What follows belongs to an exercise in optimizing a design on an open flow for a short achievable clock period and few clock cycles per item; a production flow would make more cautious choices. In this exercise RTL edits were held to simulation tests only and were not proved equivalent to the original. In runs 1 to 4 the design's own scripts or RTL, not TritonCTS, make the clock network. The flow treats the clock pin as an ideal source. Dropping or thinning the clock tree relies on that and would not hold on a real chip. Power figures rest on the tool's default switching activity, not on a simulated workload.

`flow/pre_cts.tcl`:
```
# Sourced by ORFS cts.tcl through PRE_CTS_TCL (see run.sh).
# Manual two-level clock tree: clk -> NR root clkbuf_16 (one per region) -> leaf clkbuf_16
# (one per cluster of at most LEAFN sinks, placed at the cluster's centre) -> flop clock pins.
proc build_clock_tree {clkname leafn nroot} {
  set db [ord::get_db]
  set block [ord::get_db_block]
  set master [$db findMaster sky130_fd_sc_hd__clkbuf_16]
  set clknet [$block findNet $clkname]
  set sinks {}
  foreach it [$clknet getITerms] {
    set inst [$it getInst]
    set loc [$inst getLocation]
    set m [$inst getMaster]
    set x [expr {[lindex $loc 0] + [$m getWidth]/2}]
    set y [expr {[lindex $loc 1] + [$m getHeight]/2}]
    lappend sinks [list $x $y $it]
  }
  set n [llength $sinks]
  # number of leaf clusters; columns ~ sqrt
  set nclus [expr {int(ceil(double($n)/$leafn))}]
  set ncol [expr {max(1,int(round(sqrt($nclus))))}]
  set sinks [lsort -integer -index 0 $sinks]
  set percol [expr {int(ceil(double($n)/$ncol))}]
  set leaves {}
  set li 0
  for {set c 0} {$c < $ncol} {incr c} {
    set col [lrange $sinks [expr {$c*$percol}] [expr {($c+1)*$percol-1}]]
    if {[llength $col] == 0} continue
    set col [lsort -integer -index 1 $col]
    set nrow [expr {int(ceil(double([llength $col])/$leafn))}]
    set perrow [expr {int(ceil(double([llength $col])/$nrow))}]
    for {set r 0} {$r < $nrow} {incr r} {
      set cl [lrange $col [expr {$r*$perrow}] [expr {($r+1)*$perrow-1}]]
      if {[llength $cl] == 0} continue
      set sx 0; set sy 0
      foreach s $cl { incr sx [lindex $s 0]; incr sy [lindex $s 1] }
      set cx [expr {$sx / [llength $cl]}]
      set cy [expr {$sy / [llength $cl]}]
      set inst [odb::dbInst_create $block $master "mclk_leaf_$li"]
      $inst setLocation [expr {$cx - [$master getWidth]/2}] [expr {$cy - [$master getHeight]/2}]
      $inst setPlacementStatus PLACED
      set net [odb::dbNet_create $block "mclk_leaf_net_$li"]
      $net setSigType CLOCK
      foreach s $cl {
        set it [lindex $s 2]
        $it disconnect
        $it connect $net
      }
      [$inst findITerm X] connect $net
      lappend leaves [list $cx $cy $inst]
      incr li
    }
  }
  # roots: split leaves into nroot groups by position
  set leaves [lsort -integer -index 0 $leaves]
  set nl [llength $leaves]
  set per [expr {int(ceil(double($nl)/$nroot))}]
  for {set g 0} {$g < $nroot} {incr g} {
    set grp [lrange $leaves [expr {$g*$per}] [expr {($g+1)*$per-1}]]
    if {[llength $grp] == 0} continue
    set sx 0; set sy 0
    foreach s $grp { incr sx [lindex $s 0]; incr sy [lindex $s 1] }
    set cx [expr {$sx / [llength $grp]}]
    set cy [expr {$sy / [llength $grp]}]
    set inst [odb::dbInst_create $block $master "mclk_root_$g"]
    $inst setLocation [expr {$cx - [$master getWidth]/2}] [expr {$cy - [$master getHeight]/2}]
    $inst setPlacementStatus PLACED
    set net [odb::dbNet_create $block "mclk_root_net_$g"]
    $net setSigType CLOCK
    foreach s $grp { [[lindex $s 2] findITerm A] connect $net }
    [$inst findITerm X] connect $net
    [$inst findITerm A] connect $clknet
  }
  $clknet setSigType CLOCK
  puts "manual clock tree: $n sinks, $li leaves, $nroot roots"
}

# Build the tree before the CTS step's own tree synthesis, then make that a no-op: the rest of
# the CTS step (legalisation, timing repair) runs as usual on this tree.
build_clock_tree clk 22 4
set_propagated_clock [all_clocks]
proc clock_tree_synthesis {args} {
  puts "clock tree built by flow/pre_cts.tcl; clock_tree_synthesis $args skipped"
}
```
`constraint.sdc`:
```
create_clock -name core_clock -period 7.0 [get_ports {clk}]
set_input_delay 1.4000 -clock core_clock [delete_from_list [all_inputs] [get_ports {clk}]]
set_output_delay 1.4000 -clock core_clock [all_outputs]
set_load 0.01 [all_outputs]
```
`config.mk`:
```
export PLATFORM = sky130hd
export DESIGN_NAME = priority_command_queue_with_cancel
export DESIGN_NICKNAME = priority_command_queue_with_cancel
export VERILOG_FILES = /design/flow/design.v
export SDC_FILE = /design/flow/constraint.sdc
export NUM_CORES = 4
export LEC_CHECK = 0
export ABC_CLOCK_PERIOD_IN_PS = 2000
export CAP_MARGIN = 20
export CORE_MARGIN = 2
export CORE_UTILIZATION = 42
export PLACE_DENSITY = 0.58
export SETUP_SLACK_MARGIN = 4.5
export SLEW_MARGIN = 20
export TNS_END_PERCENT = 100
```
`flow/run.sh`:
```
#!/bin/bash
# Own layout flow: the standard ORFS flow (standard.sh), except that the clock tree is
# built by flow/pre_cts.tcl (two levels of clkbuf_16: four roots on the clock port, one leaf
# buffer per cluster of flip-flops) in place of TritonCTS, for a lower clock insertion delay.
# The make output goes to standard_flow.log; ORFS's per-step logs stay under orfs/logs.
set -euo pipefail
cd "$(dirname "$0")/.."
export PRE_CTS_TCL="$PWD/flow/pre_cts.tcl"
bash standard.sh > "$PWD/standard_flow.log" 2>&1
```
`design.v`:
```
package pcq_pkg;
  localparam logic [2:0] CMD_INIT     = 3'd0;
  localparam logic [2:0] CMD_ENQUEUE  = 3'd1;
  localparam logic [2:0] CMD_CANCEL   = 3'd2;
  localparam logic [2:0] CMD_DISPATCH = 3'd3;
  localparam logic [2:0] CMD_MARK_ALL = 3'd4;
  localparam logic [2:0] ST_OK          = 3'd0;
  localparam logic [2:0] ST_NOT_RUNNING = 3'd1;
  localparam logic [2:0] ST_QUEUED      = 3'd2;
  localparam logic [2:0] ST_NONE        = 3'd3;
  localparam logic [2:0] ST_BAD_PRIO    = 3'd4;
  localparam logic [1:0] KIND_NONE     = 2'd0;
  localparam logic [1:0] KIND_DISPATCH = 2'd1;
  localparam logic [1:0] KIND_CANCEL   = 2'd2;
  localparam logic [0:0] CFG_RUNNING  = 1'b0;
  localparam logic [0:0] CFG_NUM_PRIO = 1'b1;
endpackage
module priority_command_queue_with_cancel (
  input  logic        clk,
  input  logic        rst_n,
  input  logic        in_tvalid,
  output logic        in_tready,
  input  logic [15:0] in_tdata,    
  output logic        out_tvalid,
  input  logic        out_tready,
  output logic [15:0] out_tdata,   
  input  logic        cfg_valid,
  output logic        cfg_ready,
  input  logic [0:0]  cfg_index,
  input  logic [3:0]  cfg_data
);
  localparam int NS = 32;
  localparam int NL = 8;
  localparam int OUT_LIMIT = 8;
  assign cfg_ready = 1'b1;
  logic       running_r;
  logic [7:0] npm_r;
  logic [7:0] npm_wr;
  always_comb begin
    for (int l = 0; l < NL; l++)
      npm_wr[l] = (l == 0) || (cfg_data > 4'(l));
  end
  always_ff @(posedge clk) begin
    if (!rst_n) begin
      running_r <= 1'b0;
      npm_r     <= 8'h01;
    end else if (cfg_valid) begin
      if (cfg_index == pcq_pkg::CFG_RUNNING) running_r <= cfg_data[0];
      else npm_r <= npm_wr;
    end
  end
  logic rst_q;
  always_ff @(posedge clk) rst_q <= !rst_n;
  logic                 in_rdy_r;
  logic [OUT_LIMIT-1:0] oth_r;
  logic                 out_v_r;
  logic                 fire_in, fire_out, o_up, o_dn;
  assign in_tready = in_rdy_r;
  assign fire_in   = in_tvalid && in_rdy_r;
  assign fire_out  = out_v_r && out_tready;
  assign o_up      = fire_in && !fire_out;
  assign o_dn      = fire_out && !fire_in;
  always_ff @(posedge clk) begin
    if (!rst_n) begin
      oth_r    <= '0;
      in_rdy_r <= 1'b1;
    end else begin
      if (o_up) oth_r <= {oth_r[OUT_LIMIT-2:0], 1'b1};
      else if (o_dn) oth_r <= {1'b0, oth_r[OUT_LIMIT-1:1]};
      in_rdy_r <= o_up ? !oth_r[OUT_LIMIT-2] : (o_dn || !oth_r[OUT_LIMIT-1]);
    end
  end
  logic        s1_v;
  logic [10:0] s1_d;
  logic [31:0] s1_idoh;                 
  always_ff @(posedge clk) begin
    s1_v <= fire_in && rst_n;
    s1_d <= in_tdata[10:0];
    for (int i = 0; i < NS; i++) s1_idoh[i] <= in_tdata[7:3] == 5'(i);
  end
  logic        acc;
  logic [10:0] in_d;
  logic [31:0] d_idoh;
  assign acc    = s1_v && rst_n;
  assign in_d   = s1_d;
  assign d_idoh = s1_idoh;
  logic        s2_v;
  logic        s2_ini, s2_enq, s2_can, s2_dis, s2_mrk;
  logic        s2_enq_pre;              
  logic [31:0] s2_enqoh;                
  logic        s2_run, s2_pok;
  logic [4:0]  s2_id;
  logic [31:0] s2_idoh;
  logic [2:0]  s2_pr;
  logic [7:0]  s2_proh;
  always_ff @(posedge clk) begin
    s2_v   <= acc;
    s2_ini <= acc && in_d[2:0] == pcq_pkg::CMD_INIT;
    s2_enq <= acc && in_d[2:0] == pcq_pkg::CMD_ENQUEUE;
    s2_can <= acc && in_d[2:0] == pcq_pkg::CMD_CANCEL;
    s2_dis <= acc && in_d[2:0] == pcq_pkg::CMD_DISPATCH;
    s2_mrk <= acc && in_d[2:0] == pcq_pkg::CMD_MARK_ALL;
    s2_run <= running_r;
    s2_pok <= npm_r[in_d[10:8]];
    s2_enq_pre <= acc && in_d[2:0] == pcq_pkg::CMD_ENQUEUE && running_r && npm_r[in_d[10:8]];
    s2_enqoh <= d_idoh & {NS{acc && in_d[2:0] == pcq_pkg::CMD_ENQUEUE && running_r && npm_r[in_d[10:8]]}};
    s2_id  <= in_d[7:3];
    s2_pr  <= in_d[10:8];
    s2_idoh <= d_idoh;
    for (int l = 0; l < NL; l++) s2_proh[l] <= in_d[10:8] == 3'(l);
  end
  logic [31:0] q_r, c_r;
  logic [2:0]  lv_r  [NS];
  logic [7:0]  lvoh_r [NS];   
  logic [31:0] bf_r  [NS];    
  logic [4:0]  rk_r  [NS];    
  logic [31:0] hd_r, r1_r;    
  logic [5:0]  cnt_r [NL];    
  logic [7:0]  inc_r, dec_r;  
  logic [7:0]  incav_r;       
  logic [5:0]  cnt [NL];      
  logic [7:0]  ne_r;          
  logic [7:0]  av_r;          
  logic [7:0]  ne_eff, av_eff;
  assign ne_eff = ne_r | inc_r;
  assign av_eff = av_r | incav_r;
  logic       s2_qpre, x_rm;
  logic [7:0] s2_lvoh, x_proh;
  logic       qid;
  logic [2:0] lvid;
  always_comb begin
    qid  = (s2_qpre && !x_rm) || x_self;
    lvid = '0;
    for (int i = 0; i < NS; i++) lvid = lvid | (lv_r[i] & {3{s2_idoh[i]}});
  end
  logic [31:0] s2_row, x_enq_oh;
  logic        x_fix, x_self;
  logic [31:0] behind;
  logic [31:0] d_row;
  always_comb begin
    for (int c = 0; c < NS; c++) begin
      d_row[c] = 1'b0;
      for (int r = 0; r < NS; r++)
        if (r != c) d_row[c] = d_row[c] | (d_idoh[r] && bf_r[r][c]);
    end
  end
  always_ff @(posedge clk) s2_row <= d_row;
  always_comb begin
    behind = '0;
    if (qid && !x_self) behind = (x_enq_oh & {NS{x_fix}}) | (s2_row & ~x_enq_oh);
  end
  logic [7:0]  avail, topoh;
  logic        found;
  logic [2:0]  toplv;
  logic [31:0] dsp_oh, toplv_hit;
  always_comb begin
    avail = av_eff;
    found = |avail;
    toplv = '0;
    for (int l = 0; l < NL; l++)
      if (avail[l]) toplv = 3'(l);
    for (int l = 0; l < NL; l++) begin
      topoh[l] = avail[l];
      for (int k = l + 1; k < NL; k++)
        if (avail[k]) topoh[l] = 1'b0;
    end
    for (int i = 0; i < NS; i++)
      toplv_hit[i] = s2_dis && |(lvoh_r[i] & topoh);
    for (int i = 0; i < NS; i++)
      dsp_oh[i] = toplv_hit[i] && q_r[i] && hd_r[i];
  end
  logic        do_enq, do_can, do_dis;
  logic [31:0] enq_oh, rm_oh, memb;
  logic [7:0]  inc, dec, can_lv;
  logic [31:0] rk_dec;
  logic [5:0]  cnt_p, cnt_rp;
  logic [7:0]  cnt1;
  logic        cnt1_p, inc_p, dec_p;
  logic        ne_p;
  always_comb begin
    do_enq = s2_enq_pre && !qid;
    do_can = s2_can && qid;
    do_dis = s2_dis && found;
    enq_oh = s2_enqoh & ~q_r;
    rm_oh  = (s2_idoh & {NS{s2_can}}) | dsp_oh;
    for (int i = 0; i < NS; i++) memb[i] = q_r[i] && lv_r[i] == s2_pr;
    rk_dec = toplv_hit | (behind & {NS{s2_can}});
    for (int l = 0; l < NL; l++) begin
      cnt[l] = inc_r[l] ? cnt_r[l] + 6'd1 : dec_r[l] ? cnt_r[l] - 6'd1 : cnt_r[l];
      cnt1[l] = inc_r[l] ? cnt_r[l] == 6'd0 : dec_r[l] ? cnt_r[l] == 6'd2 : cnt_r[l] == 6'd1;
    end
    cnt_rp = '0;
    for (int l = 0; l < NL; l++) cnt_rp = cnt_rp | (cnt_r[l] & {6{s2_proh[l]}});
    inc_p = |(inc_r & s2_proh);
    dec_p = |(dec_r & s2_proh);
    cnt_p = inc_p ? cnt_rp + 6'd1 : dec_p ? cnt_rp - 6'd1 : cnt_rp;
    cnt1_p = |(cnt1 & s2_proh);
    ne_p = |(ne_eff & s2_proh);
    can_lv = (x_self ? x_proh : s2_lvoh) & {NL{qid}};
    for (int l = 0; l < NL; l++) begin
      inc[l] = do_enq && s2_proh[l];
      dec[l] = (do_dis && topoh[l]) || (s2_can && can_lv[l]);
    end
  end
  logic       d_q, d_hq, same_id;
  logic [2:0] d_lv;
  always_comb begin
    d_q  = |(q_r & d_idoh);
    same_id = s2_id == in_d[7:3];
    d_hq = |(q_r & hd_r & d_idoh);
    d_lv = '0;
    for (int i = 0; i < NS; i++) d_lv = d_lv | (lv_r[i] & {3{d_idoh[i]}});
  end
  always_ff @(posedge clk) begin
    x_enq_oh <= enq_oh;
    x_fix    <= d_q && d_lv == s2_pr;
    x_self   <= s2_enq_pre && same_id && !d_q;
    x_proh   <= s2_proh;
    for (int l = 0; l < NL; l++) s2_lvoh[l] <= d_lv == 3'(l);
    s2_qpre  <= d_q;
    x_rm     <= (s2_can && same_id) || (do_dis && d_hq && d_lv == toplv);
  end
  always_ff @(posedge clk) begin
    for (int i = 0; i < NS; i++) begin
      if (enq_oh[i]) lv_r[i] <= s2_pr;
      if (enq_oh[i]) lvoh_r[i] <= s2_proh;
      if (enq_oh[i]) begin
        rk_r[i] <= cnt_p[4:0];
        hd_r[i] <= !ne_p;
        r1_r[i] <= cnt1_p;
      end else if (rk_dec[i]) begin
        rk_r[i] <= rk_r[i] - 5'd1;
        hd_r[i] <= r1_r[i];
        r1_r[i] <= rk_r[i] == 5'd2;
      end
      for (int r = 0; r < NS; r++) begin
        if (r != i) begin
          if (enq_oh[i]) bf_r[r][i] <= memb[r];
          else if (enq_oh[r]) bf_r[r][i] <= 1'b0;
        end
      end
    end
  end
  always_ff @(posedge clk) begin
    if (rst_q) begin
      q_r  <= '0;
      c_r  <= '0;
      ne_r <= '0;
      av_r <= '0;
      for (int l = 0; l < NL; l++) cnt_r[l] <= '0;
      inc_r <= '0;
      incav_r <= '0;
      dec_r <= '0;
    end else begin
      for (int i = 0; i < NS; i++) begin
        if (enq_oh[i]) q_r[i] <= 1'b1;
        else if (rm_oh[i]) q_r[i] <= 1'b0;
        if (s2_ini && s2_idoh[i] && !q_r[i]) c_r[i] <= 1'b0;
        else if (s2_mrk && q_r[i] && npm_r[lv_r[i]]) c_r[i] <= 1'b1;
      end
      for (int l = 0; l < NL; l++) begin
        ne_r[l] <= ne_eff[l] && !(dec[l] && cnt1[l]);
        av_r[l] <= av_eff[l] && !(dec[l] && cnt1[l]);
        cnt_r[l] <= cnt[l];
      end
      inc_r <= inc;
      incav_r <= inc & npm_r;
      dec_r <= dec;
      if (rst_n && cfg_valid && cfg_index == pcq_pkg::CFG_NUM_PRIO) av_r <= ne_eff & npm_wr;
    end
  end
  logic        s3_v;
  logic        s3_ini, s3_enq, s3_can, s3_dis, s3_run, s3_pok, s3_qid, s3_found;
  logic [4:0]  s3_id;
  logic [2:0]  s3_lvid, s3_toplv;
  logic [31:0] s3_doh, s3_dmk;
  always_ff @(posedge clk) begin
    s3_v     <= s2_v && rst_n;
    s3_ini   <= s2_ini;
    s3_enq   <= s2_enq;
    s3_can   <= s2_can;
    s3_dis   <= s2_dis;
    s3_run   <= s2_run;
    s3_pok   <= s2_pok;
    s3_qid   <= qid;
    s3_found <= found;
    s3_id    <= s2_id;
    s3_lvid  <= lvid;
    s3_toplv <= toplv;
    s3_doh   <= dsp_oh;
    s3_dmk   <= dsp_oh & c_r;
  end
  logic [2:0]  st;
  logic [1:0]  kind;
  logic [4:0]  cid;
  logic [2:0]  opr;
  logic        mk;
  logic [13:0] s3_d;
  always_comb begin
    st   = pcq_pkg::ST_OK;
    kind = pcq_pkg::KIND_NONE;
    cid  = '0;
    opr  = '0;
    mk   = 1'b0;
    if (s3_ini && s3_qid) st = pcq_pkg::ST_QUEUED;
    if (s3_enq) begin
      if (!s3_run) st = pcq_pkg::ST_NOT_RUNNING;
      else if (s3_qid) st = pcq_pkg::ST_QUEUED;
      else if (!s3_pok) st = pcq_pkg::ST_BAD_PRIO;
    end
    if (s3_can) begin
      if (!s3_qid) st = pcq_pkg::ST_NONE;
      else begin
        kind = pcq_pkg::KIND_CANCEL;
        cid  = s3_id;
        opr  = s3_lvid;
      end
    end
    if (s3_dis) begin
      if (!s3_found) st = pcq_pkg::ST_NONE;
      else begin
        kind = pcq_pkg::KIND_DISPATCH;
        for (int i = 0; i < NS; i++) cid = cid | (5'(i) & {5{s3_doh[i]}});
        opr  = s3_toplv;
        mk   = |s3_dmk;
      end
    end
    s3_d = {mk, opr, cid, kind, st};
  end
  logic [13:0] fifo_r [OUT_LIMIT];
  logic [3:0]  wp_r, rp_r, wp_inc, rp_inc;
  logic [13:0] out_d_r;
  logic        load, fne;
  assign load   = !out_v_r || out_tready;
  assign fne    = wp_r != rp_r;
  assign wp_inc = wp_r + 4'd1;
  assign rp_inc = rp_r + 4'd1;
  always_ff @(posedge clk) begin
    if (s3_v) fifo_r[wp_r[2:0]] <= s3_d;
    if (load) out_d_r <= fne ? fifo_r[rp_r[2:0]] : s3_d;
  end
  always_ff @(posedge clk) begin
    if (!rst_n) begin
      out_v_r <= 1'b0;
      wp_r    <= '0;
      rp_r    <= '0;
    end else begin
      if (load) out_v_r <= fne || s3_v;
      if (s3_v && (fne || !load)) wp_r <= wp_inc;
      if (load && fne) rp_r <= rp_inc;
    end
  end
  assign out_tvalid = out_v_r;
  assign out_tdata  = {2'b00, out_d_r};
endmodule
```
`standard.sh`:
```
#!/bin/bash
# synth_recipe.tcl (not shown) runs the flow's synth.tcl, then flattens the netlist and writes it again
# the make line also repeats each setting of config.mk as NAME=value (left out here)
make -C /OpenROAD-flow-scripts/flow DESIGN_CONFIG=/design/flow/config.mk WORK_HOME=/design/flow/orfs CLKGATE_MAP_FILE= SYNTH_SCRIPT=/design/flow/synth_recipe.tcl "${@:-finish}"
```
==> results.json, run 1 <==
{
  "grt_pass1_wl_um": 517000,
  "placed_cells": 10400,
  "vias": 69900,
  "synth_top_area_share_pct": 54.7,
  "die_h_um": 475,
  "wire_per_inst_um": 36.0,
  "layout.area.seq_um2": 60700,
  "synth_xor_area_share_pct": 2.41,
  "synthDistinctLibCells": 72,
  "pwr-share-clk_pct": 31.3,
  "drtPass1Iterations": 10,
  "gp_congestion": 1.00,
  "synth_top_family_by_area": "simple AND/OR/NAND/NOR gates",
  "seq_area_frac_synth_pct": 65.1,
  "synth_edf_count": 1694,
  "start_kind": "flop",
  "cap_violations": 0,
  "ir_drop_v": 0.000297,
  "p_comb_share_pct": 3.0,
  "routed_via_density": 6.51,
  "clk_latency_ns": 0.65,
  "dp_hpwl_um": 231000,
  "drive_gt1_share_pct": 13.4,
  "hold_viol": 0,
  "overflow": 0,
  "path_class": "flop to flop",
  "start_util_pct": 42.3,
  "worst_pin_slew_ns": 1.21,
  "holdCritPathClass": "flop to flop",
  "p_per_area_nw_per_um2": 204,
  "nNetsFinal": 7896,
  "synthToLayoutAreaGrowth_pct": 11.3,
  "critPathCaptureType": "flop",
  "drv_slew": 0,
  "cp_max_fo": 3,
  "leakagePower_nw": 39.2,
  "drt-initial-drc-count": 11900,
  "max_freq_mhz": 368,
  "hold_slack_ns": 0.335,
  "synth-seq-cells": 2175,
  "grt_max_degree": 74,
  "yosys.area_share.simple_pct": 14.3,
  "die-area_um2": 225000,
  "async_reset_ff_share_pct": 0,
  "period_share_pct": 38.8,
  "switching_share_pct": 21.2,
  "p_sw_mw": 4.49,
  "cp.arrival_ns": 3.24,
  "required_ns": 7.52,
  "wl_um": 387000,
  "intPower_mw": 16.7,
  "place_area_um2": 95900,
  "period_needed_ns": 2.72,
  "syn_inst": 7984,
  "synth_compound_area_share_pct": 10.1,
  "io_buffers": 36,
  "setup_tns_ns": 0,
  "path_clk_slew_ns": 0.09,
  "skew_ns": 0.0247,
  "antenna_found_initial": 34,
  "route.detailed.drc": 0,
  "ant_nets": 0,
  "core_um2": 220000,
  "muxShareOfSynthArea_pct": 2.85,
  "synth.largest_area_cell": "edfxtp_1",
  "syn_area_per_cell_um2": 11.6,
  "track_usage_pct": 32.8,
  "synth_area_um2": 93000,
  "power_frac_seq_pct": 65.7,
  "die_width_um": 475,
  "status": "timing/DRC/antenna clean",
  "io_pins": 45,
  "fill_cells": 19800,
  "final_cell_mix": "edfxtp_1, nor2_1, nand2_1",
  "design_area_um2": 104000,
  "rsz0062_at_grt": "true",
  "multi_input_area_um2": 30900,
  "final_common_cell": "edfxtp_1",
  "synthFlopType": "edfxtp_1",
  "yosys-top-cells-area": "edfxtp_1, dfxtp_1, nor2_1, a22oi_1, nand2_1",
  "fin_cells": 10700,
  "row_count": 172,
  "fin_util_pct": 47.1,
  "yosys.area_share.adder_pct": 1.48,
  "setup_viol": 0,
  "grt_pass1_vias": 63900,
  "yosysWarnings": 7,
  "relSlewSlack_pct": 19.2
}
per-stage QoR:
| step | power [mW] | setup slack (ns) |
|---|---|---|
| after floorplan | 14.5 | 4.54 |
| after global placement | 14.8 | 3.09 |
| after detailed placement | 14.8 | 3.17 |
| after CTS | 21.1 | 4.37 |
| after global routing | 21.5 | 4.28 |
| final | 21.1 | 4.28 |
worst paths after layout:
kind / startpoint / to / slack [ns] / depth (start not counted)
setup / recovery: s1_idoh[9] / s2_row[14] / 4.28 / 5
hold / removal: s2_pok / s3_pok / 0.34 / 0
setup reg to reg: s1_idoh[9] / s2_row[14] / 4.28 / 5
hold reg to reg: s2_pok / s3_pok / 0.34 / 0
kinds of logic after synthesis:
| kind of cell | Yosys count |
|---|---|
| buffers and inverters | 909 |
| AOI/OAI and AO/OA | 1293 |
| muxes | 188 |
| and+or+nand+nor | 3052 |
| adders and majority gates | 110 |
| xor gates and xnor gates | 255 |
| other | 2 |
| DFF | 2175 |
repair_timing:
action	in CTS	in global routing
setup endpoints to repair	1744	587
pin swaps	69	74
endpoints found under the hold margin	0	0
gates cloned	29	20
hold buffers	0	0
setup buffers	102	49
resized for setup	459	249
synthesized netlist by cell type (12+ instances only):
master / number
buf_2: 40
a21oi_1: 100
and3_1: 32
xnor2_1: 198
nand2b_1: 52
a311oi_1: 33
mux2i_1: 123
a21oi_2: 31
mux4_2: 61
nand3b_1: 12
buf_1: 56
nand3_1: 186
clkbuf_1: 642
a21o_1: 35
o21ai_0: 125
nor2_1: 1376
o211ai_1: 35
a22o_1: 87
o21a_1: 42
nor4_1: 32
a22oi_1: 442
clkinv_1: 32
a31oi_1: 85
dfxtp_1: 481
and2_1: 83
nand2_1: 869
nand4_1: 97
inv_1: 126
a221oi_1: 107
a222oi_1: 32
o31ai_1: 68
ha_1: 110
edfxtp_1: 1694
nor2b_1: 13
nor3_1: 169
nor2_2: 20
xor2_1: 56
or4_1: 39
o21ai_1: 33
nand4b_1: 33
registers in the layout (all words and copies together), names as in the netlist, 11 cells and up, named ones only:
name	count
bf_r	992
c_r	32
cnt_r	48
fifo_r	112
hd_r	32
lv_r	96
lvoh_r	256
out_d_r	14
q_r	32
r1_r	32
rk_r	160
s1_d	11
s1_idoh	32
s2_enqoh	32
s2_idoh	32
s2_row	32
s3_dmk	32
s3_doh	31
x_enq_oh	32
worst max-delay path, stage by stage (launching register included):
cell and delay, ns:
dfxtp_4 0.36, buf_12 0.13, buf_16 0.13, a222oi_1 0.72, nand3_2 0.53, or4_4 0.70
cell type report:
| type | count | share of cell area, % |
|---|---|---|
| inverter | 159 | 0.636 |
| tap | 2958 | 3.57 |
| antenna | 21 | 0.0508 |
| buffer | 104 | 2.51 |
| timing repair inverter | 1 | 0.00846 |
| timing repair buffer | 410 | 4.73 |
| sequential | 2175 | 58.6 |
| multi-input combinational | 4909 | 29.9 |
power by group through the flow:
stage / logic [mW] / registers (mW) / clock network, mW
after floorplan: 0.319 / 14.2 / 0
after global placement: 0.554 / 14.2 / 0
after detailed placement: 0.558 / 14.2 / 0
after CTS: 0.597 / 13.9 / 6.59
after global routing: 0.644 / 13.9 / 6.96
final: 0.625 / 13.9 / 6.62
routing by layer:
layer	GRT usage, %	vias up	part of all wire [%]
met5	0	-	0.047
met4	24.8	22	9.8
met3	6.76	1332	12
met2	49.6	5349	43
met1	41.6	34900	35
li1	-	28300	-
Testbench counts, summed over its fixed seeds: cycles 12,032, items 12,000.
==> run 2, diff against run 1 <==
--- a/design.v
+++ b/design.v
@@ -150,19 +150,12 @@
     if (qid && !x_self) behind = (x_enq_oh & {NS{x_fix}}) | (s2_row & ~x_enq_oh);
   end
-  logic [7:0]  avail, topoh;
-  logic        found;
-  logic [2:0]  toplv;
+  logic [7:0]  topoh, top_r;
+  logic        found, found_r;
+  logic [2:0]  toplv, tlv_r;
   logic [31:0] dsp_oh, toplv_hit;
   always_comb begin
-    avail = av_eff;
-    found = |avail;
-    toplv = '0;
-    for (int l = 0; l < NL; l++)
-      if (avail[l]) toplv = 3'(l);
-    for (int l = 0; l < NL; l++) begin
-      topoh[l] = avail[l];
-      for (int k = l + 1; k < NL; k++)
-        if (avail[k]) topoh[l] = 1'b0;
-    end
+    topoh = top_r;
+    toplv = tlv_r;
+    found = found_r;
     for (int i = 0; i < NS; i++)
       toplv_hit[i] = s2_dis && |(lvoh_r[i] & topoh);
@@ -242,4 +235,11 @@
     end
   end
+  logic [7:0] av_nx;
+  always_comb begin
+    for (int l = 0; l < NL; l++)
+      av_nx[l] = (av_eff[l] && !(dec[l] && cnt1[l])) || (inc[l] && npm_r[l]);
+    if (rst_n && cfg_valid && cfg_index == pcq_pkg::CFG_NUM_PRIO)
+      av_nx = (ne_eff & npm_wr) | (inc & npm_r);
+  end
   always_ff @(posedge clk) begin
     if (rst_q) begin
@@ -248,4 +248,7 @@
       ne_r <= '0;
       av_r <= '0;
+      top_r <= '0;
+      tlv_r <= '0;
+      found_r <= 1'b0;
       for (int l = 0; l < NL; l++) cnt_r[l] <= '0;
       inc_r <= '0;
@@ -268,4 +271,13 @@
       dec_r <= dec;
       if (rst_n && cfg_valid && cfg_index == pcq_pkg::CFG_NUM_PRIO) av_r <= ne_eff & npm_wr;
+      found_r <= |av_nx;
+      tlv_r   <= '0;
+      for (int l = 0; l < NL; l++)
+        if (av_nx[l]) tlv_r <= 3'(l);
+      for (int l = 0; l < NL; l++) begin
+        top_r[l] <= av_nx[l];
+        for (int k = l + 1; k < NL; k++)
+          if (av_nx[k]) top_r[l] <= 1'b0;
+      end
     end
   end
--- a/config.mk
+++ b/config.mk
@@ -9,6 +9,6 @@
 export CAP_MARGIN = 20
 export CORE_MARGIN = 2
-export CORE_UTILIZATION = 42
-export PLACE_DENSITY = 0.58
+export CORE_UTILIZATION = 35
+export PLACE_DENSITY = 0.5
 export SETUP_SLACK_MARGIN = 4.5
 export SLEW_MARGIN = 20
==> run 2 against run 1 <==
Compared with the run above:
- still clean
- combinational power up 5.1%
- cell area down 0.75%
- maximum frequency up 3.0%
- setup slack better by 0.080 ns
- critical endpoint is now rk_r[10][2]
- largest cell class unchanged
- highest routed layer unchanged
==> results.json, run 2 <==
{
  "route.detailed.drc": 0,
  "start_kind": "flop",
  "drive_gt1_share_pct": 12.3,
  "intPower_mw": 16.7,
  "synth_commonest_cells": "edfxtp_1, nor2_1, nand2_1, clkbuf_1, a22oi_1",
  "ant_nets": 0,
  "synth_edf_count": 1694,
  "io_buffers": 36,
  "setup_tns_ns": 0,
  "p_per_area_nw_per_um2": 207,
  "synth.largest_area_cell": "edfxtp_1",
  "synth_top_area_share_pct": 55.2,
  "path_class": "flop to flop",
  "row_count": 188,
  "clk_latency_ns": 0.68,
  "die_h_um": 517,
  "overflow": 0,
  "wire_per_inst_um": 35.0,
  "start_util_pct": 35.2,
  "grt_pass1_vias": 61300,
  "largest_reg_flops": 992,
  "hold_viol": 0,
  "die-area_um2": 267000,
  "synthDistinctLibCells": 70,
  "pwr-share-clk_pct": 31.4,
  "period_needed_ns": 2.64,
  "vias": 66900,
  "p_sw_mw": 4.57,
  "cts_hold_buf": 0,
  "period_share_pct": 37.7,
  "path_clk_slew_ns": 0.09,
  "syn_area_per_cell_um2": 11.8,
  "synthFlopType": "edfxtp_1",
  "critical_path.max_stage_delay_ns": 0.36,
  "core_um2": 262000,
  "p_comb_share_pct": 3.1,
  "synth_area_um2": 92100,
  "switching_share_pct": 21.4,
  "max_freq_mhz": 379,
  "io_pins": 45,
  "nNetsFinal": 7645,
  "worst_pin_slew_ns": 1.25,
  "place_area_um2": 95800,
  "rsz0062_at_grt": "true",
  "syn_inst": 7781,
  "skew_ns": 0.0537,
  "drtPass1Iterations": 8,
  "grt_pass1_wl_um": 514000,
  "final_cell_mix": "edfxtp_1, nor2_1, nand2_1",
  "leakagePower_nw": 38.7,
  "synth-seq-cells": 2187,
  "p_total_mw": 21.3,
  "async_reset_ff_share_pct": 0,
  "status": "timing/DRC/antenna clean",
  "antenna_found_initial": 40,
  "setup_viol": 0,
  "yosys-top-cells-area": "edfxtp_1, dfxtp_1, nor2_1, a22oi_1, nand2_1",
  "track_usage_pct": 27.5,
  "ir_drop_v": 0.000330,
  "yosysWarnings": 7,
  "grt_max_degree": 73,
  "wl_um": 386000,
  "critPathCaptureType": "flop",
  "relSlewSlack_pct": 16.3,
  "synthToLayoutAreaGrowth_pct": 11.5,
  "design_area_um2": 103000,
  "crit_slowest_cell": "dfxtp_4",
  "final_common_cell": "edfxtp_1",
  "cp.arrival_ns": 3.01,
  "routed_via_density": 6.05,
  "yosysMostFrequentCell": "edfxtp_1",
  "required_ns": 7.37,
  "cap_violations": 0,
  "seq_area_frac_synth_pct": 65.9,
  "cp_max_fo": 11,
  "power_frac_seq_pct": 65.5,
  "holdCritPathClass": "flop to flop",
  "drt-initial-drc-count": 11100,
  "dp_hpwl_um": 236000,
  "gp_congestion": 0.983,
  "path_cells": "buf_12 -> a22oi_2 -> nand4_1 -> buf_4 -> inv_4 -> ha_4 -> inv_4 -> a41oi_2 -> mux2i_2 -> xnor2_2 -> buf_6 -> buf_12 -> buf_16 -> nand2_4 -> o21ai_2",
  "die_width_um": 517,
  "top_register": "bf_r",
  "drv_slew": 0
}
-- run 2: per-layer routing --
metal  vias up  GRT usage [%]  wire length [um]
met5         -              0               291
met4        36           10.5             19600
met3       698           5.67             45800
met2      4140           41.6            167000
met1     34400           38.6            154000
li1      27600              -                 -
-- run 2: worst paths after layout --
check,from,to,slack [ns],cells past startpoint
max reg2reg,s2_proh[4],rk_r[10][2],4.36,15
min reg2reg,s2_enq,s3_enq,0.34,0
min,s2_enq,s3_enq,0.34,0
max,s2_proh[4],rk_r[10][2],4.36,15
-- run 2: area by class of cell --
cell class	count	area, um2
fill	24900	159000
sequential	2187	60900
multi-input combinational	4727	29800
timing repair buffer	363	4450
tap	3515	4400
buffer	104	2600
inverter	134	523
antenna	25	62.6
-- run 2: worst max-delay path: cells and delay by family (launching register included) --
kind	cells	cell delay, ns
fa+ha+maj	1	0.12
mux	1	0.12
simple gates	2	0.24
xor+xnor	1	0.15
flops	1	0.36
compound gates	3	0.46
buf+inv	7	0.87
-- run 2: per-stage QoR --
step,hold WS [ns],setup WS (ns),util (%),std cells
2_1_floorplan,0.310,4.26,-,7782
3_3_place_gp,0.314,3.13,36.5,10800
3_5_place_dp,0.316,3.04,36.6,10800
4_1_cts,0.338,4.39,38.6,11000
5_1_grt,0.348,4.26,39.2,11000
6_report,0.336,4.36,39.2,11100
-- run 2: cell families (layout without fill, tap and decap cells) --
logic type / Yosys count / count (layout) / share of synthesized area [%]
other: 2 / 28 / 0.00815
DFF: 2187 / 2187 / 65.9
xor gates and xnor gates: 257 / 257 / 2.44
AOI/OAI and AO/OA: 1279 / 1279 / 10.1
buffers and inverters: 873 / 601 / 3.63
and+or+nand+nor: 2892 / 2897 / 13.6
muxes: 189 / 189 / 2.89
adders and majority gates: 102 / 102 / 1.39
-- run 2: timing repair --
action,in CTS,in global routing
gates cloned,33,12
gates resized for setup,400,294
pin swaps,54,91
setup endpoints to repair,1107,432
setup buffers,85,28
-- run 2: power by group through the flow --
stage          sequential [mW]  clock [mW]  combinational (mW)
2_1_floorplan             14.2           0               0.327
3_3_place_gp              14.3           0               0.591
3_5_place_dp              14.3           0               0.595
4_1_cts                   13.9        6.72               0.639
5_1_grt                   14.0        7.10               0.686
6_report                  13.9        6.69               0.657
Testbench counts of run 2, summed over its fixed seeds: cycles 12,032, items 12,000.
==> run 3, diff against run 2 <==
--- a/design.v
+++ b/design.v
@@ -137,13 +137,17 @@
   logic        x_fix, x_self;
   logic [31:0] behind;
-  logic [31:0] d_row;
+  logic [31:0] d_rowp [4];
+  logic [31:0] s2_rowp [4];
   always_comb begin
-    for (int c = 0; c < NS; c++) begin
-      d_row[c] = 1'b0;
-      for (int r = 0; r < NS; r++)
-        if (r != c) d_row[c] = d_row[c] | (d_idoh[r] && bf_r[r][c]);
-    end
+    for (int g = 0; g < 4; g++)
+      for (int c = 0; c < NS; c++) begin
+        d_rowp[g][c] = 1'b0;
+        for (int r = 8 * g; r < 8 * g + 8; r++)
+          if (r != c) d_rowp[g][c] = d_rowp[g][c] | (d_idoh[r] && bf_r[r][c]);
+      end
   end
-  always_ff @(posedge clk) s2_row <= d_row;
+  always_ff @(posedge clk)
+    for (int g = 0; g < 4; g++) s2_rowp[g] <= d_rowp[g];
+  assign s2_row = s2_rowp[0] | s2_rowp[1] | s2_rowp[2] | s2_rowp[3];
   always_comb begin
     behind = '0;
@@ -167,5 +171,8 @@
   logic [7:0]  inc, dec, can_lv;
   logic [31:0] rk_dec;
-  logic [5:0]  cnt_p, cnt_rp;
+  logic [5:0]  cnt_p;
+  logic [7:0]  d_proh;
+  logic [5:0]  d_c0, d_cp1, d_cm1, s2_c0, s2_cp1, s2_cm1;
+  logic        s2_c0is0, s2_c0is1, s2_c0is2;
   logic [7:0]  cnt1;
   logic        cnt1_p, inc_p, dec_p;
@@ -183,10 +190,8 @@
       cnt1[l] = inc_r[l] ? cnt_r[l] == 6'd0 : dec_r[l] ? cnt_r[l] == 6'd2 : cnt_r[l] == 6'd1;
     end
-    cnt_rp = '0;
-    for (int l = 0; l < NL; l++) cnt_rp = cnt_rp | (cnt_r[l] & {6{s2_proh[l]}});
     inc_p = |(inc_r & s2_proh);
     dec_p = |(dec_r & s2_proh);
-    cnt_p = inc_p ? cnt_rp + 6'd1 : dec_p ? cnt_rp - 6'd1 : cnt_rp;
-    cnt1_p = |(cnt1 & s2_proh);
+    cnt_p = inc_p ? s2_cp1 : dec_p ? s2_cm1 : s2_c0;
+    cnt1_p = inc_p ? s2_c0is0 : dec_p ? s2_c0is2 : s2_c0is1;
     ne_p = |(ne_eff & s2_proh);
     can_lv = (x_self ? x_proh : s2_lvoh) & {NL{qid}};
@@ -205,5 +210,22 @@
     for (int i = 0; i < NS; i++) d_lv = d_lv | (lv_r[i] & {3{d_idoh[i]}});
   end
+  always_comb begin
+    for (int l = 0; l < NL; l++) d_proh[l] = in_d[10:8] == 3'(l);
+    d_c0  = '0;
+    d_cp1 = '0;
+    d_cm1 = '0;
+    for (int l = 0; l < NL; l++) begin
+      d_c0  = d_c0  | (cnt[l] & {6{d_proh[l]}});
+      d_cp1 = d_cp1 | ((inc_r[l] ? cnt_r[l] + 6'd2 : dec_r[l] ? cnt_r[l] : cnt_r[l] + 6'd1) & {6{d_proh[l]}});
+      d_cm1 = d_cm1 | ((inc_r[l] ? cnt_r[l] : dec_r[l] ? cnt_r[l] - 6'd2 : cnt_r[l] - 6'd1) & {6{d_proh[l]}});
+    end
+  end
   always_ff @(posedge clk) begin
+    s2_c0    <= d_c0;
+    s2_cp1   <= d_cp1;
+    s2_cm1   <= d_cm1;
+    s2_c0is0 <= d_c0 == 6'd0;
+    s2_c0is1 <= d_c0 == 6'd1;
+    s2_c0is2 <= d_c0 == 6'd2;
     x_enq_oh <= enq_oh;
     x_fix    <= d_q && d_lv == s2_pr;
@@ -270,5 +292,7 @@
       incav_r <= inc & npm_r;
       dec_r <= dec;
-      if (rst_n && cfg_valid && cfg_index == pcq_pkg::CFG_NUM_PRIO) av_r <= ne_eff & npm_wr;
+      if (rst_n && cfg_valid && cfg_index == pcq_pkg::CFG_NUM_PRIO) begin
+        av_r <= ne_eff & npm_wr;
+      end
       found_r <= |av_nx;
       tlv_r   <= '0;
==> run 3 against run 2 <==
Compared with the run above:
- largest power group unchanged
- register-to-register slack is essentially flat
- sequential power is 5% higher
- flip-flop and latch count is 113 higher
- total power is 4.8% higher
- routed wire length shrank 5.4%
- worst hold slack worse by 0.0040 ns
- setup slack worse by 0.011 ns
- core utilization shrank 0.50 points
- critical path depth shrank 6
- critical endpoint is now s2_c0is2
==> results.json, run 3 <==
{
  "die-area_um2": 280000,
  "fin_cells": 11800,
  "synth_commonest_cells": "edfxtp_1, nor2_1, nand2_1, a22oi_1, clkbuf_1",
  "start_kind": "flop",
  "drtPass1Iterations": 10,
  "relSlewSlack_pct": 23.8,
  "fin_util_pct": 38.7,
  "path_class": "flop to flop",
  "antenna_found_initial": 39,
  "holdCritPathClass": "flop to flop",
  "die_h_um": 529,
  "grt_pass1_wl_um": 503000,
  "wl_um": 365000,
  "setup_tns_ns": 0,
  "syn_inst": 8361,
  "yosysWarnings": 9,
  "hold_slack_ns": 0.332,
  "yosysMostFrequentCell": "edfxtp_1",
  "drt-initial-drc-count": 9377,
  "drive_gt1_share_pct": 10.6,
  "max_freq_mhz": 377,
  "vias": 69200,
  "dp_hpwl_um": 212000,
  "gp_congestion": 0.982,
  "io_pins": 45,
  "largest_reg_flops": 992,
  "r2r_start": "cnt_r[4][1]",
  "cts_hold_buf": 0,
  "worstReg2RegEnd": "s2_c0is2",
  "critPathCaptureType": "flop",
  "p_total_mw": 22.3,
  "design_area_um2": 106000,
  "p_per_area_nw_per_um2": 210,
  "yosys-top-cells-area": "edfxtp_1, dfxtp_1, nor2_1, a22oi_1, nand2_1",
  "row_count": 192,
  "synthToLayoutAreaGrowth_pct": 9.93,
  "final_cell_mix": "edfxtp_1, nor2_1, nand2_1",
  "clk_latency_ns": 0.71,
  "leakagePower_nw": 39.8,
  "ff2ff_setup_slack_ns": 4.35,
  "reg2reg_depth": 9,
  "core_um2": 274000,
  "status": "timing/DRC/antenna clean",
  "overflow": 0,
  "cp_max_fo": 7,
  "rsz0062_at_grt": "true",
  "grt_pass1_vias": 65600,
  "top_register": "bf_r",
  "synthDistinctLibCells": 81,
  "hold_viol": 0,
  "die_width_um": 529,
  "crit_start": "cnt_r[4][1]",
  "place_area_um2": 100000,
  "async_reset_ff_share_pct": 0,
  "cap_violations": 0,
  "synth-seq-cells": 2300,
  "pre_cts_slack_ns": 2.98,
  "worst_slack_ns": 4.35,
  "cp.arrival_ns": 3.22,
  "placed_cells": 11500,
  "synth_top_area_share_pct": 52.7,
  "period_share_pct": 37.9,
  "drv_slew": 0,
  "required_ns": 7.57,
  "crit_end": "s2_c0is2",
  "wire_per_inst_um": 31.0,
  "routed_via_density": 5.88,
  "ir_drop_v": 0.000328,
  "synth_edf_count": 1694,
  "nNetsFinal": 8227,
  "route.detailed.drc": 0,
  "syn_area_per_cell_um2": 11.5,
  "final_common_cell": "edfxtp_1",
  "grt_max_degree": 78,
  "ant_nets": 0,
  "start_util_pct": 35.2,
  "synth.largest_area_cell": "edfxtp_1",
  "synthFlopType": "edfxtp_1",
  "seq_area_frac_synth_pct": 65.2,
  "period_needed_ns": 2.65,
  "track_usage_pct": 25.0,
  "io_buffers": 36,
  "setup_viol": 0,
  "synth_area_um2": 96600,
  "worst_pin_slew_ns": 1.13,
  "skew_ns": 0.0763,
  "path_clk_slew_ns": 0.09
}
==> run 3: cell types whose count changed after synthesis, sizes merged, moves of 64 or more <==
cell | before | now
dfxtp | 493 | 606
a21oi | 123 | 239
nand2 | 817 | 903
a221oi | 109 | 45
o21ai | 155 | 222
a22oi | 568 | 678
==> run 3: timing repair <==
action,in CTS,in global routing
setup buffers,73,77
gates cloned,28,11
endpoints found under the setup margin,1233,482
pin swaps,44,41
gates resized for setup,326,122
==> run 3: report_power, final <==
| part | switching (mW) | internal (mW) |
|---|---|---|
| combinational | 0.394 | 0.236 |
| sequential | 0.109 | 14.5 |
| clock | 4.21 | 2.85 |
| total | 4.71 | 17.6 |
==> run 3: how the worst min path moves through the flow <==
stage | cells past startpoint | from | endpoint
finish | 0 | s2_enq | s3_enq
global placement | 0 | s2_pok | s3_pok
global route | 0 | s2_run | s3_run
floorplan | 0 | s2_enq | s3_enq
detailed placement | 0 | s2_enq | s3_enq
CTS | 0 | s2_enq | s3_enq
==> run 3: cells by family (layout without fill, tap and decap cells) <==
logic type	count (synthesis)	after routing	synth area share (%)
buf+inv	920	605	3.63
other cells	2	13	0.00778
mux	149	149	2.35
flops	2300	2300	65.2
compound gates	1474	1474	10.4
simple gates	3108	3136	14.1
fa+ha+maj	124	124	1.61
xor+xnor	284	284	2.58
==> run 3: final cells by class <==
class | instances | area (um2)
fillers | 26200 | 168000
multi-input cells | 5170 | 31600
flip-flops and latches | 2300 | 63200
repair buffers | 341 | 3150
plain buffers | 114 | 2850
diodes | 10 | 25.0
inverters | 150 | 642
well taps | 3686 | 4610
==> run 3: metal layers <==
metal	global-route usage, %	wire (um)
met4	8.71	16300
met5	0	105
met1	34.9	151000
met3	3.59	34800
met2	39.6	163000
==> run 3: critical path, stage by stage, from the launching register on <==
cell and delay (ns):
dfxtp_4 0.39, inv_4 0.08, ha_4 0.15, nand3b_1 0.13
o22a_2 0.25, mux2i_2 0.22, o2111ai_2 0.14, a2111o_1 0.41
or4b_4 0.60, nor3b_2 0.16
Testbench counts of run 3, summed over its fixed seeds: cycles 12,032, items 12,000.
==> run 4, diff against run 3 <==
--- a/design.v
+++ b/design.v
@@ -154,12 +154,19 @@
     if (qid && !x_self) behind = (x_enq_oh & {NS{x_fix}}) | (s2_row & ~x_enq_oh);
   end
-  logic [7:0]  topoh, top_r;
-  logic        found, found_r;
-  logic [2:0]  toplv, tlv_r;
+  logic [7:0]  avail, topoh;
+  logic        found;
+  logic [2:0]  toplv;
   logic [31:0] dsp_oh, toplv_hit;
   always_comb begin
-    topoh = top_r;
-    toplv = tlv_r;
-    found = found_r;
+    avail = av_eff;
+    found = |avail;
+    toplv = '0;
+    for (int l = 0; l < NL; l++)
+      if (avail[l]) toplv = 3'(l);
+    for (int l = 0; l < NL; l++) begin
+      topoh[l] = avail[l];
+      for (int k = l + 1; k < NL; k++)
+        if (avail[k]) topoh[l] = 1'b0;
+    end
     for (int i = 0; i < NS; i++)
       toplv_hit[i] = s2_dis && |(lvoh_r[i] & topoh);
@@ -257,11 +264,4 @@
     end
   end
-  logic [7:0] av_nx;
-  always_comb begin
-    for (int l = 0; l < NL; l++)
-      av_nx[l] = (av_eff[l] && !(dec[l] && cnt1[l])) || (inc[l] && npm_r[l]);
-    if (rst_n && cfg_valid && cfg_index == pcq_pkg::CFG_NUM_PRIO)
-      av_nx = (ne_eff & npm_wr) | (inc & npm_r);
-  end
   always_ff @(posedge clk) begin
     if (rst_q) begin
@@ -270,7 +270,4 @@
       ne_r <= '0;
       av_r <= '0;
-      top_r <= '0;
-      tlv_r <= '0;
-      found_r <= 1'b0;
       for (int l = 0; l < NL; l++) cnt_r[l] <= '0;
       inc_r <= '0;
@@ -292,16 +289,5 @@
       incav_r <= inc & npm_r;
       dec_r <= dec;
-      if (rst_n && cfg_valid && cfg_index == pcq_pkg::CFG_NUM_PRIO) begin
-        av_r <= ne_eff & npm_wr;
-      end
-      found_r <= |av_nx;
-      tlv_r   <= '0;
-      for (int l = 0; l < NL; l++)
-        if (av_nx[l]) tlv_r <= 3'(l);
-      for (int l = 0; l < NL; l++) begin
-        top_r[l] <= av_nx[l];
-        for (int k = l + 1; k < NL; k++)
-          if (av_nx[k]) top_r[l] <= 1'b0;
-      end
+      if (rst_n && cfg_valid && cfg_index == pcq_pkg::CFG_NUM_PRIO) av_r <= ne_eff & npm_wr;
     end
   end
==> run 4 against run 3 <==
Compared with the run above:
- area after synthesis grew 0.14%
- clock skew shrank 0.015 ns
- critical endpoint is now x_rm
- core utilization grew 0.55 points
- largest cell class unchanged
- total power shrank 0.27%
- still clean on timing, DRC and antenna
==> results.json, run 4 <==
{
  "status": "timing/DRC/antenna clean",
  "synth_edf_count": 1694,
  "grt_pass1_wl_um": 496000,
  "pwr-share-clk_pct": 31.8,
  "leakagePower_nw": 40.7,
  "wire_per_inst_um": 30.7,
  "fin_cells": 11800,
  "clk_latency_ns": 0.69,
  "reg2reg_depth": 5,
  "antenna_found_initial": 29,
  "worst_pin_slew_ns": 1.27,
  "synthDistinctLibCells": 75,
  "grt_pass1_vias": 64900,
  "nNetsFinal": 8304,
  "overflow": 0,
  "drive_gt1_share_pct": 12.3,
  "ir_drop_v": 0.000335,
  "rsz0062_at_grt": "true",
  "route.detailed.drc": 0,
  "largest_reg_flops": 992,
  "required_ns": 7.53,
  "start_kind": "flop",
  "placed_cells": 11500,
  "power_frac_seq_pct": 65.4,
  "skew_ns": 0.0609,
  "cap_violations": 0,
  "max_freq_mhz": 358,
  "vias": 69000,
  "gp_congestion": 0.968,
  "synthToLayoutAreaGrowth_pct": 11.3,
  "core_um2": 274000,
  "synthFlopType": "edfxtp_1",
  "cts_hold_buf": 0,
  "syn_area_per_cell_um2": 11.5,
  "drv_slew": 0,
  "synth_commonest_cells": "edfxtp_1, nor2_1, nand2_1, clkbuf_1, dfxtp_1",
  "io_buffers": 36,
  "synth_area_um2": 96700,
  "synth-seq-cells": 2288,
  "design_area_um2": 108000,
  "yosys-top-cells-area": "edfxtp_1, dfxtp_1, nor2_1, a22oi_1, nand2_1",
  "die-area_um2": 280000,
  "path_class": "flop to flop",
  "whs_path_depth": 0,
  "critPathCaptureType": "flop",
  "routed_via_density": 5.83,
  "p_sw_mw": 4.72,
  "top_register": "bf_r",
  "final_cell_mix": "edfxtp_1, nor2_1, nand2_1",
  "seq_area_frac_synth_pct": 64.9,
  "drt-initial-drc-count": 9258,
  "place_area_um2": 100000,
  "ant_nets": 0,
  "dp_hpwl_um": 213000,
  "ff2ff_setup_slack_ns": 4.21,
  "yosysMostFrequentCell": "edfxtp_1",
  "hold_viol": 0,
  "io_pins": 45,
  "period_share_pct": 39.9,
  "intPower_mw": 17.5,
  "switching_share_pct": 21.2,
  "start_util_pct": 35.3,
  "setup_tns_ns": 0,
  "wl_um": 363000,
  "p_per_area_nw_per_um2": 207,
  "final_common_cell": "edfxtp_1",
  "yosysWarnings": 9,
  "period_needed_ns": 2.79,
  "syn_inst": 8406,
  "path_clk_slew_ns": 0.09,
  "row_count": 192,
  "relSlewSlack_pct": 14.6,
  "p_comb_share_pct": 2.8,
  "die_h_um": 530,
  "synth_top_area_share_pct": 52.6,
  "cp_max_fo": 10,
  "holdCritPathClass": "flop to flop",
  "async_reset_ff_share_pct": 0,
  "track_usage_pct": 24.5,
  "drtPass1Iterations": 9,
  "setup_viol": 0,
  "die_width_um": 530,
  "synth.largest_area_cell": "edfxtp_1",
  "cp.arrival_ns": 3.33,
  "grt_max_degree": 78
}
-- run 4: cell count changes in the layout (fill, tap and decap cells not counted), moves of 34 or more --
| cell | previous run | this run |
|---|---|---|
| a22oi_1 | 676 | 539 |
| inv_1 | 118 | 160 |
| buf_6 | 31 | 66 |
| nand2_1 | 899 | 831 |
| o31ai_1 | 3 | 37 |
| nand4_1 | 204 | 168 |
| a22o_1 | 19 | 54 |
| a21oi_1 | 229 | 185 |
| a22oi_2 | 2 | 40 |
-- run 4: routing by layer --
layer  routed length (um)  GRT usage, %  up-vias  share of wire (%)
met5                   41             0        -              0.011
met1               152000          35.3    35400                 42
met3                35900          3.41      480                9.9
li1                     -             -    29600                  -
met2               162000          38.5     3542                 45
met4                12800          6.79        8                3.5
-- run 4: kinds of logic (layout without fill, tap and decap cells) --
logic type / count (synthesis) / count (layout) / share of synthesized area, %
and+or+nand+nor: 3101 / 3124 / 14.1
adders and majority gates: 132 / 132 / 1.71
DFF: 2288 / 2288 / 64.9
other: 2 / 13 / 0.00777
AOI/OAI and AO/OA: 1455 / 1455 / 10.4
buffers and inverters: 977 / 688 / 3.84
muxes: 158 / 161 / 2.43
xor gates and xnor gates: 293 / 293 / 2.65
-- run 4: per-stage QoR --
| step | hold WS (ns) | setup WS, ns | util [%] | power (mW) |
|---|---|---|---|---|
| finish | 0.332 | 4.21 | 39.3 | 22.3 |
| global route | 0.341 | 4.19 | 39.3 | 22.8 |
| CTS | 0.334 | 4.19 | 38.6 | 22.3 |
| detailed placement | 0.313 | 3.14 | 36.6 | 15.5 |
| global placement | 0.316 | 3.17 | 36.6 | 15.5 |
| floorplan | 0.310 | 4.54 | - | 15.2 |
-- run 4: final timing paths --
path               start      to
hold reg to reg   s2_run  s3_run
hold / removal    s2_run  s3_run
setup reg to reg  q_r[5]    x_rm
setup / recovery  q_r[5]    x_rm
-- run 4: critical path, stage by stage (launching register included) --
cell      delay (ns)
dfxtp_1         0.53
nand3_1         0.23
nand4_1         0.52
nor4_4          0.87
a211oi_1        0.18
a32o_1          0.30
-- run 4: area by class of cell --
class	count	area (um2)
diodes	10	25.0
plain buffers	114	2850
fillers	26000	166000
inverters	180	706
multi-input cells	5168	32500
flip-flops and latches	2288	62900
well taps	3686	4610
repair buffers	394	3980
-- run 4: power by group through the flow --
stage | clock network (mW) | logic [mW] | registers, mW
3_3_place_gp | 0 | 0.596 | 14.9
4_1_cts | 7.15 | 0.598 | 14.6
3_5_place_dp | 0 | 0.601 | 14.9
2_1_floorplan | 0 | 0.352 | 14.8
6_report | 7.08 | 0.621 | 14.6
5_1_grt | 7.54 | 0.654 | 14.6
-- run 4: repair_timing --
item | in CTS | in global routing
endpoints found under the hold margin | 0 | 0
resized for setup | 414 | 234
endpoints found under the setup margin | 1067 | 609
cloned | 29 | 15
buffers inserted | 105 | 81
pin swaps | 124 | 128
Testbench counts of run 4, summed over its fixed seeds: cycles 12,032, items 12,000.
==> run 5, diff against run 4 <==
--- a/design.v
+++ b/design.v
@@ -112,5 +112,4 @@
   logic [31:0] q_r, c_r;
   logic [2:0]  lv_r  [NS];
-  logic [7:0]  lvoh_r [NS];   
   logic [31:0] bf_r  [NS];    
   logic [4:0]  rk_r  [NS];    
@@ -118,5 +117,4 @@
   logic [5:0]  cnt_r [NL];    
   logic [7:0]  inc_r, dec_r;  
-  logic [7:0]  incav_r;       
   logic [5:0]  cnt [NL];      
   logic [7:0]  ne_r;          
@@ -124,5 +122,5 @@
   logic [7:0]  ne_eff, av_eff;
   assign ne_eff = ne_r | inc_r;
-  assign av_eff = av_r | incav_r;
+  assign av_eff = av_r | (inc_r & npm_r);
   logic       s2_qpre, x_rm;
   logic [7:0] s2_lvoh, x_proh;
@@ -137,17 +135,13 @@
   logic        x_fix, x_self;
   logic [31:0] behind;
-  logic [31:0] d_rowp [4];
-  logic [31:0] s2_rowp [4];
+  logic [31:0] d_row;
   always_comb begin
-    for (int g = 0; g < 4; g++)
-      for (int c = 0; c < NS; c++) begin
-        d_rowp[g][c] = 1'b0;
-        for (int r = 8 * g; r < 8 * g + 8; r++)
-          if (r != c) d_rowp[g][c] = d_rowp[g][c] | (d_idoh[r] && bf_r[r][c]);
-      end
+    for (int c = 0; c < NS; c++) begin
+      d_row[c] = 1'b0;
+      for (int r = 0; r < NS; r++)
+        if (r != c) d_row[c] = d_row[c] | (d_idoh[r] && bf_r[r][c]);
+    end
   end
-  always_ff @(posedge clk)
-    for (int g = 0; g < 4; g++) s2_rowp[g] <= d_rowp[g];
-  assign s2_row = s2_rowp[0] | s2_rowp[1] | s2_rowp[2] | s2_rowp[3];
+  always_ff @(posedge clk) s2_row <= d_row;
   always_comb begin
     behind = '0;
@@ -170,5 +164,5 @@
     end
     for (int i = 0; i < NS; i++)
-      toplv_hit[i] = s2_dis && |(lvoh_r[i] & topoh);
+      toplv_hit[i] = s2_dis && found && lv_r[i] == toplv;
     for (int i = 0; i < NS; i++)
       dsp_oh[i] = toplv_hit[i] && q_r[i] && hd_r[i];
@@ -178,8 +172,5 @@
   logic [7:0]  inc, dec, can_lv;
   logic [31:0] rk_dec;
-  logic [5:0]  cnt_p;
-  logic [7:0]  d_proh;
-  logic [5:0]  d_c0, d_cp1, d_cm1, s2_c0, s2_cp1, s2_cm1;
-  logic        s2_c0is0, s2_c0is1, s2_c0is2;
+  logic [5:0]  cnt_p, cnt_rp;
   logic [7:0]  cnt1;
   logic        cnt1_p, inc_p, dec_p;
@@ -197,8 +188,10 @@
       cnt1[l] = inc_r[l] ? cnt_r[l] == 6'd0 : dec_r[l] ? cnt_r[l] == 6'd2 : cnt_r[l] == 6'd1;
     end
+    cnt_rp = '0;
+    for (int l = 0; l < NL; l++) cnt_rp = cnt_rp | (cnt_r[l] & {6{s2_proh[l]}});
     inc_p = |(inc_r & s2_proh);
     dec_p = |(dec_r & s2_proh);
-    cnt_p = inc_p ? s2_cp1 : dec_p ? s2_cm1 : s2_c0;
-    cnt1_p = inc_p ? s2_c0is0 : dec_p ? s2_c0is2 : s2_c0is1;
+    cnt_p = inc_p ? cnt_rp + 6'd1 : dec_p ? cnt_rp - 6'd1 : cnt_rp;
+    cnt1_p = |(cnt1 & s2_proh);
     ne_p = |(ne_eff & s2_proh);
     can_lv = (x_self ? x_proh : s2_lvoh) & {NL{qid}};
@@ -208,43 +201,24 @@
     end
   end
-  logic       d_q, d_hq, same_id;
+  logic       d_q, d_hq;
   logic [2:0] d_lv;
   always_comb begin
     d_q  = |(q_r & d_idoh);
-    same_id = s2_id == in_d[7:3];
     d_hq = |(q_r & hd_r & d_idoh);
     d_lv = '0;
     for (int i = 0; i < NS; i++) d_lv = d_lv | (lv_r[i] & {3{d_idoh[i]}});
   end
-  always_comb begin
-    for (int l = 0; l < NL; l++) d_proh[l] = in_d[10:8] == 3'(l);
-    d_c0  = '0;
-    d_cp1 = '0;
-    d_cm1 = '0;
-    for (int l = 0; l < NL; l++) begin
-      d_c0  = d_c0  | (cnt[l] & {6{d_proh[l]}});
-      d_cp1 = d_cp1 | ((inc_r[l] ? cnt_r[l] + 6'd2 : dec_r[l] ? cnt_r[l] : cnt_r[l] + 6'd1) & {6{d_proh[l]}});
-      d_cm1 = d_cm1 | ((inc_r[l] ? cnt_r[l] : dec_r[l] ? cnt_r[l] - 6'd2 : cnt_r[l] - 6'd1) & {6{d_proh[l]}});
-    end
-  end
   always_ff @(posedge clk) begin
-    s2_c0    <= d_c0;
-    s2_cp1   <= d_cp1;
-    s2_cm1   <= d_cm1;
-    s2_c0is0 <= d_c0 == 6'd0;
-    s2_c0is1 <= d_c0 == 6'd1;
-    s2_c0is2 <= d_c0 == 6'd2;
     x_enq_oh <= enq_oh;
-    x_fix    <= d_q && d_lv == s2_pr;
-    x_self   <= s2_enq_pre && same_id && !d_q;
+    x_fix    <= |(memb & d_idoh);
+    x_self   <= |(enq_oh & d_idoh);
     x_proh   <= s2_proh;
     for (int l = 0; l < NL; l++) s2_lvoh[l] <= d_lv == 3'(l);
     s2_qpre  <= d_q;
-    x_rm     <= (s2_can && same_id) || (do_dis && d_hq && d_lv == toplv);
+    x_rm     <= (s2_can && |(s2_idoh & d_idoh)) || (do_dis && d_hq && d_lv == toplv);
   end
   always_ff @(posedge clk) begin
     for (int i = 0; i < NS; i++) begin
       if (enq_oh[i]) lv_r[i] <= s2_pr;
-      if (enq_oh[i]) lvoh_r[i] <= s2_proh;
       if (enq_oh[i]) begin
         rk_r[i] <= cnt_p[4:0];
@@ -272,5 +246,4 @@
       for (int l = 0; l < NL; l++) cnt_r[l] <= '0;
       inc_r <= '0;
-      incav_r <= '0;
       dec_r <= '0;
     end else begin
@@ -287,5 +260,4 @@
       end
       inc_r <= inc;
-      incav_r <= inc & npm_r;
       dec_r <= dec;
       if (rst_n && cfg_valid && cfg_index == pcq_pkg::CFG_NUM_PRIO) av_r <= ne_eff & npm_wr;
==> run.sh (new file) <==
#!/bin/bash
# synth_recipe.tcl (not shown) runs the flow's synth.tcl, then flattens the netlist and writes it again
# the make line also repeats each setting of config.mk as NAME=value (left out here)
make -C /OpenROAD-flow-scripts/flow DESIGN_CONFIG=/design/flow/config.mk WORK_HOME=/design/flow/orfs CLKGATE_MAP_FILE= SYNTH_SCRIPT=/design/flow/synth_recipe.tcl finish
--- a/config.mk
+++ b/config.mk
@@ -10,6 +10,8 @@
 export CORE_MARGIN = 2
 export CORE_UTILIZATION = 35
+export CTS_CLUSTER_DIAMETER = 80
+export CTS_CLUSTER_SIZE = 20
 export PLACE_DENSITY = 0.5
-export SETUP_SLACK_MARGIN = 4.5
+export SETUP_SLACK_MARGIN = 4.3
 export SLEW_MARGIN = 20
 export TNS_END_PERCENT = 100
removed: flow/run.sh
removed: flow/pre_cts.tcl
removed: standard.sh
==> run 5 against run 4 <==
Compared with the run above:
- still clean
- worst hold slack worse by 0.013 ns
- sequential power is 16% lower
- via count is 3.3% lower
- critical path depth stayed put
==> results.json, run 5 <==
{
  "path_class": "flop to flop",
  "setup_tns_ns": 0,
  "vias": 66700,
  "drv_slew": 0,
  "numClockSinks": 1912,
  "required_ns": 7.68,
  "core_um2": 243000,
  "die_width_um": 498,
  "final_common_cell": "nor2_1",
  "async_reset_ff_share_pct": 0,
  "numCtsBuffers": 117,
  "setup_viol": 0,
  "synthFlopType": "edfxtp_1",
  "rsz0062_at_grt": "true",
  "largest_reg_flops": 992,
  "period_share_pct": 40.8,
  "synthDistinctLibCells": 69,
  "path_clk_slew_ns": 0.08,
  "row_count": 181,
  "cts_buffer_depth": 3,
  "cts_hold_buf": 0,
  "io_pins": 45,
  "grt_pass1_vias": 61000,
  "ant_nets": 0,
  "antenna_found_initial": 42,
  "syn_inst": 7809,
  "cap_violations": 0,
  "cp.arrival_ns": 3.54,
  "drive_gt1_share_pct": 11.2,
  "routed_via_density": 6.17,
  "grt_max_degree": 72,
  "wl_um": 384000,
  "synth_top_area_share_pct": 50.5,
  "track_usage_pct": 29.7,
  "final_cell_mix": "nor2_1, edfxtp_1, nand2_1",
  "start_util_pct": 35.2,
  "overflow": 0,
  "synthToLayoutAreaGrowth_pct": 11.4,
  "yosysWarnings": 6,
  "yosys-top-cells-area": "edfxtp_1, dfxtp_1, nor2_1, a22oi_1, nand2_1",
  "p_total_mw": 20.5,
  "cts_tree": "built",
  "synth.largest_area_cell": "edfxtp_1",
  "relSlewSlack_pct": 26.5,
  "die_h_um": 498,
  "status": "timing/DRC/antenna clean",
  "drtPass1Iterations": 8,
  "fill_cells": 23400,
  "max_freq_mhz": 350,
  "worst_pin_slew_ns": 1.10,
  "h-tree-depth": 3,
  "start_kind": "flop",
  "die-area_um2": 248000,
  "leakagePower_nw": 36.1,
  "grt_pass1_wl_um": 513000,
  "top_register": "bf_r",
  "wire_per_inst_um": 35.5,
  "syn_area_per_cell_um2": 10.9,
  "synth_area_um2": 85400,
  "skew_ns": 0.0709,
  "gp_congestion": 0.995,
  "seq_area_frac_synth_pct": 61.6,
  "dp_hpwl_um": 240000,
  "hold_slack_ns": 0.318,
  "yosysMostFrequentCell": "nor2_1",
  "p_per_area_nw_per_um2": 216,
  "critPathCaptureType": "flop",
  "synth_edf_count": 1438,
  "drt-initial-drc-count": 11100,
  "clock-root-buffer": "clkbuf_16",
  "ir_drop_v": 0.000221,
  "holdCritPathClass": "flop to flop",
  "synth-seq-cells": 1912,
  "hold_viol": 0,
  "io_buffers": 36,
  "nNetsFinal": 7657,
  "cp_max_fo": 17,
  "period_needed_ns": 2.86,
  "route.detailed.drc": 0,
  "synth_commonest_cells": "nor2_1, edfxtp_1, nand2_1, clkbuf_1, dfxtp_1",
  "clk_latency_ns": 0.86
}
[run 5: cell types whose count changed in the layout (fill, tap and decap cells not counted), sizes merged, moves of 69 or more]
cell and delta:
a221oi +74, a22oi -137, dfxtp -120, edfxtp -256, mux2i +69, nand3 +103, o21ai -81
[run 5: path summary, 6_finish.rpt]
check             slack (ns)        start         end  cells past startpoint
hold / removal          0.32     s2_id[4]    s3_id[4]                      0
setup / recovery        4.14  s1_idoh[31]  s2_row[21]                      5
hold reg to reg         0.32     s2_id[4]    s3_id[4]                      0
setup reg to reg        4.14  s1_idoh[31]  s2_row[21]                      5
[run 5: power by group]
| group | total (mW) | leakage, nW | internal, mW | switching (mW) |
|---|---|---|---|---|
| registers | 12.2 | 19.5 | 12.1 | 0.110 |
| clock network | 7.74 | 1.82 | 3.53 | 4.21 |
| logic | 0.583 | 14.8 | 0.222 | 0.361 |
[run 5: layout make-up]
| cell class | instances | area [um2] | area share (%) |
|---|---|---|---|
| Clock inverter | 42 | 591 | 0.620 |
| Inverter | 213 | 811 | 0.852 |
| Clock buffer | 159 | 3160 | 3.32 |
| Sequential cell | 1912 | 52800 | 55.5 |
| Antenna cell | 10 | 25.0 | 0.0263 |
| Multi-Input combinational cell | 4921 | 30200 | 31.8 |
| Timing Repair Buffer | 356 | 3540 | 3.72 |
| Tap cell | 3202 | 4010 | 4.21 |
[run 5: metrics by stage]
step	util, %	instance area, um2	worst slack (ns)	instances
floorplan	-	85400	4.38	7810
global placement	36.4	88600	2.63	10400
detailed placement	36.4	88600	2.55	10400
CTS	38.8	94300	4.13	10800
global route	39.2	95200	4.14	10800
finish	39.2	95200	4.14	10800
[run 5: per-layer routing]
layer	track usage (%)	wire, um	vias up
met1	39.0	145000	33600
li1	-	-	27300
met4	16.6	26600	18
met2	45.5	168000	4788
met5	0	125	-
met3	6.34	44100	1005
[run 5: critical path, cell delays in order (launching register included)]
cell and delay, ns:
dfxtp_2 0.53, buf_4 0.32, buf_4 0.31, a22oi_2 0.51
nand3_1 0.33, or4_4 0.68
[run 5: logic make-up (layout without fill, tap and decap cells)]
family	Yosys count	after routing	synth area share, %
compound gates	1187	1187	10.2
fa+ha+maj	110	110	1.61
flops	1912	1912	61.6
buf+inv	989	770	4.44
xor+xnor	281	281	2.89
mux	223	223	3.51
other cells	2	13	0.00879
simple gates	3105	3117	15.7
[run 5: repair_timing]
action                     CTS  global route
pin swaps                   34            26
gates resized for setup    304           123
gates cloned                17             5
buffers inserted           100            42
setup endpoints to repair  956           403
Testbench counts of run 5, summed over its fixed seeds: cycles 12,032, items 12,000.

Setup slack of run 5, layout unchanged: 4.145 ns with ideal ports, 4.098 ns with driving cells assumed (clock clkbuf_16, inputs buf_2), 3.551 ns with port delays also shifted by the 0.922 ns mid clock arrival.
